From an optimization exercise on the open Yosys and OpenROAD flow, aimed at small area; shortcuts taken in it are not production practice. In this exercise RTL edits were held to simulation tests only and were not proved equivalent to the original. Power figures rest on the tool's default switching activity, not on a simulated workload.

Setup of the previous run:
==> flow/design.v (excerpt) <==
module avg_line_sink #(
    parameter int PIXEL_WIDTH  = 8,
    parameter int IMAGE_WIDTH  = 128,
    parameter int IMAGE_HEIGHT = 4,
    parameter int SUM_WIDTH    = PIXEL_WIDTH + $clog2(IMAGE_WIDTH)
) (
    input  logic                              clk,
    input  logic                              arstn,
    input  logic [PIXEL_WIDTH-1:0]            din_data,
    input  logic                              din_valid,
    output logic [$clog2(IMAGE_WIDTH)-1:0]    col,
    output logic [$clog2(IMAGE_HEIGHT+1)-1:0] row,
    output logic                              line_done,
    output logic [SUM_WIDTH-1:0]              line_sum,
    output logic                              frame_done,
    output logic                              rd_avail,
    output logic                              rd_bank,
    input  logic                              rd_en,
    input  logic [$clog2(IMAGE_WIDTH)-1:0]    rd_addr,
    output logic [PIXEL_WIDTH-1:0]            rd_data,
    input  logic                              rd_release,
    output logic                              overflow
);
    localparam int CW = $clog2(IMAGE_WIDTH);
    localparam int RW = $clog2(IMAGE_HEIGHT + 1);
    localparam int HW = $clog2(IMAGE_HEIGHT);
  ...
Size: about 2100 flip-flops.
export LEC_CHECK = 0
export CAP_MARGIN = 20
export CORE_MARGIN = 2
export CORE_UTILIZATION = 40
export SETUP_SLACK_MARGIN = 0.2
export SLEW_MARGIN = 20
export SYNTH_HIERARCHICAL = 1
export SYNTH_MINIMUM_KEEP_SIZE = 0
create_clock -name core_clock -period 4.0 [get_ports {clk}]
standard.sh (not shown) runs the stock make flow with config.mk's settings and CLKGATE_MAP_FILE= SYNTH_SCRIPT=/design/flow/synth_recipe.tcl, a recipe that flattens the netlist after the stock synthesis.
==> flow/flow/run.sh <==
#!/bin/bash
# Own flow: the standard layout (standard.sh) with these changes:
#  * after global placement, flow/rebuf.tcl rebuilds the buffer trees of the
#    two enables that reach about a thousand flip-flops each: one buf_8 per
#    compact group of about 128 loads, and drops the other buffers that
#    timing-driven placement added (later repair steps size and buffer
#    where slew, load or timing need it);
#  * the clock tree's root and trunk use clkbuf_16, its leaves drive small
#    clusters through clkbuf_4, without dummy loads;
#  * every input and output port is buffered with buf_2.
# make's full output goes to standard.log here; ORFS keeps each step's log
# under orfs/logs/.
set -euo pipefail
CTS_ARGS="-sink_clustering_enable -repair_clock_nets -dont_use_dummy_load"
CTS_ARGS+=" -buf_list sky130_fd_sc_hd__clkbuf_4"
CTS_ARGS+=" -root_buf sky130_fd_sc_hd__clkbuf_16 -tree_buf sky130_fd_sc_hd__clkbuf_16"
CTS_ARGS+=" -sink_clustering_size 11 -sink_clustering_max_diameter 40"
bash standard.sh "CTS_ARGS=$CTS_ARGS" "POST_GLOBAL_PLACE_TCL=$PWD/flow/rebuf.tcl" \
    "BUFFER_PORTS_ARGS=-buffer_cell sky130_fd_sc_hd__buf_2" finish > standard.log 2>&1
Other scripts of this flow, unchanged in this note and not shown: flow/flow/rebuf.tcl
Edits applied to the flow inputs when going from the previous run to the current run:
==> flow/flow/run.sh <==
#!/bin/bash
# Own flow: the standard layout (standard.sh) with these changes:
#  * after global placement, flow/rebuf.tcl rebuilds the buffer trees of the
#    two enables that reach about a thousand flip-flops each: one buf_8 per
#    compact group of about 128 loads;
#  * the clock tree's root and trunk use clkbuf_16, its leaves drive small
#    clusters through clkbuf_8, without dummy loads;
#  * every input and output port is buffered with buf_2.
# make's full output goes to standard.log here; ORFS keeps each step's log
# under orfs/logs/.
set -euo pipefail
CTS_ARGS="-sink_clustering_enable -repair_clock_nets -dont_use_dummy_load"
CTS_ARGS+=" -buf_list sky130_fd_sc_hd__clkbuf_8"
CTS_ARGS+=" -root_buf sky130_fd_sc_hd__clkbuf_16 -tree_buf sky130_fd_sc_hd__clkbuf_16"
CTS_ARGS+=" -sink_clustering_size 20 -sink_clustering_max_diameter 60"
bash standard.sh "CTS_ARGS=$CTS_ARGS" "POST_GLOBAL_PLACE_TCL=$PWD/flow/rebuf.tcl" \
    "BUFFER_PORTS_ARGS=-buffer_cell sky130_fd_sc_hd__buf_2" finish > standard.log 2>&1
==> results.txt <==
Global-route wire length before repair was lower in the run labelled the current run. Run comparison: the previous run type of the worst min-delay path in -> reg; the current run type of the worst min-delay path in -> async. [diff] total power, the current run relative to the previous run: improvement. Higher ratio of final minimum period to clock period goes to the previous run over the current run. On final worst slack, the current run does better than the previous run. Compare the previous run and the current run | clock network fraction of design power higher: the previous run. On cell-internal power: the current run sits below the previous run. Summary of the current run over the previous run: met2 layer usage reported by global route fell 0.32 points, critical path's largest stage delay fell 0.06 ns, wire length fell 2.0%, worst clock skew on the final layout fell 0.017 ns. Diff the previous run..the current run | detailed-route vias per instance | negligible.

re-timing with driven ports:
The results above use ideal ports. As a check the final layouts listed here were re-extracted and re-timed, cells and wires unchanged.
Step 1, drivers: a clkbuf_16 drives clk and a buf_2 each remaining input, both assumed.
Step 2 adds t to the input delays and takes it off the output delays; t is the mean of the earliest and latest rising clock arrival at the registers after step 1. Input paths then give back, and output paths get back, about the clock's delay inside the block.
Slacks: ideal / step 1 / step 2; pairs: ideal / step 1.
| run | shift t [ns] | slack for setup (ns) | hold WS [ns] | clock arrival spread, ns | slew at the worst register clock pin (ns) | worst data-port slew with drivers (ns) |
|---|---|---|---|---|---|---|
| the previous run | 0.904 | 0.248 / 0.298 / -0.607 | 0.194 / 0.150 / 0.371 | 0.119 / 0.119 | 0.12 / 0.12 | 0.10 |
| the current run | 0.813 | 0.271 / 0.320 / -0.493 | 0.030 / -0.018 / 0.373 | 0.092 / 0.092 | 0.12 / 0.12 | 0.10 |
Met with ideal ports but missed after step 2: setup timing in the previous run and the current run. The setup slack of the previous run, which loses most, moves by +0.050 ns with the drivers and by -0.855 ns with both steps.
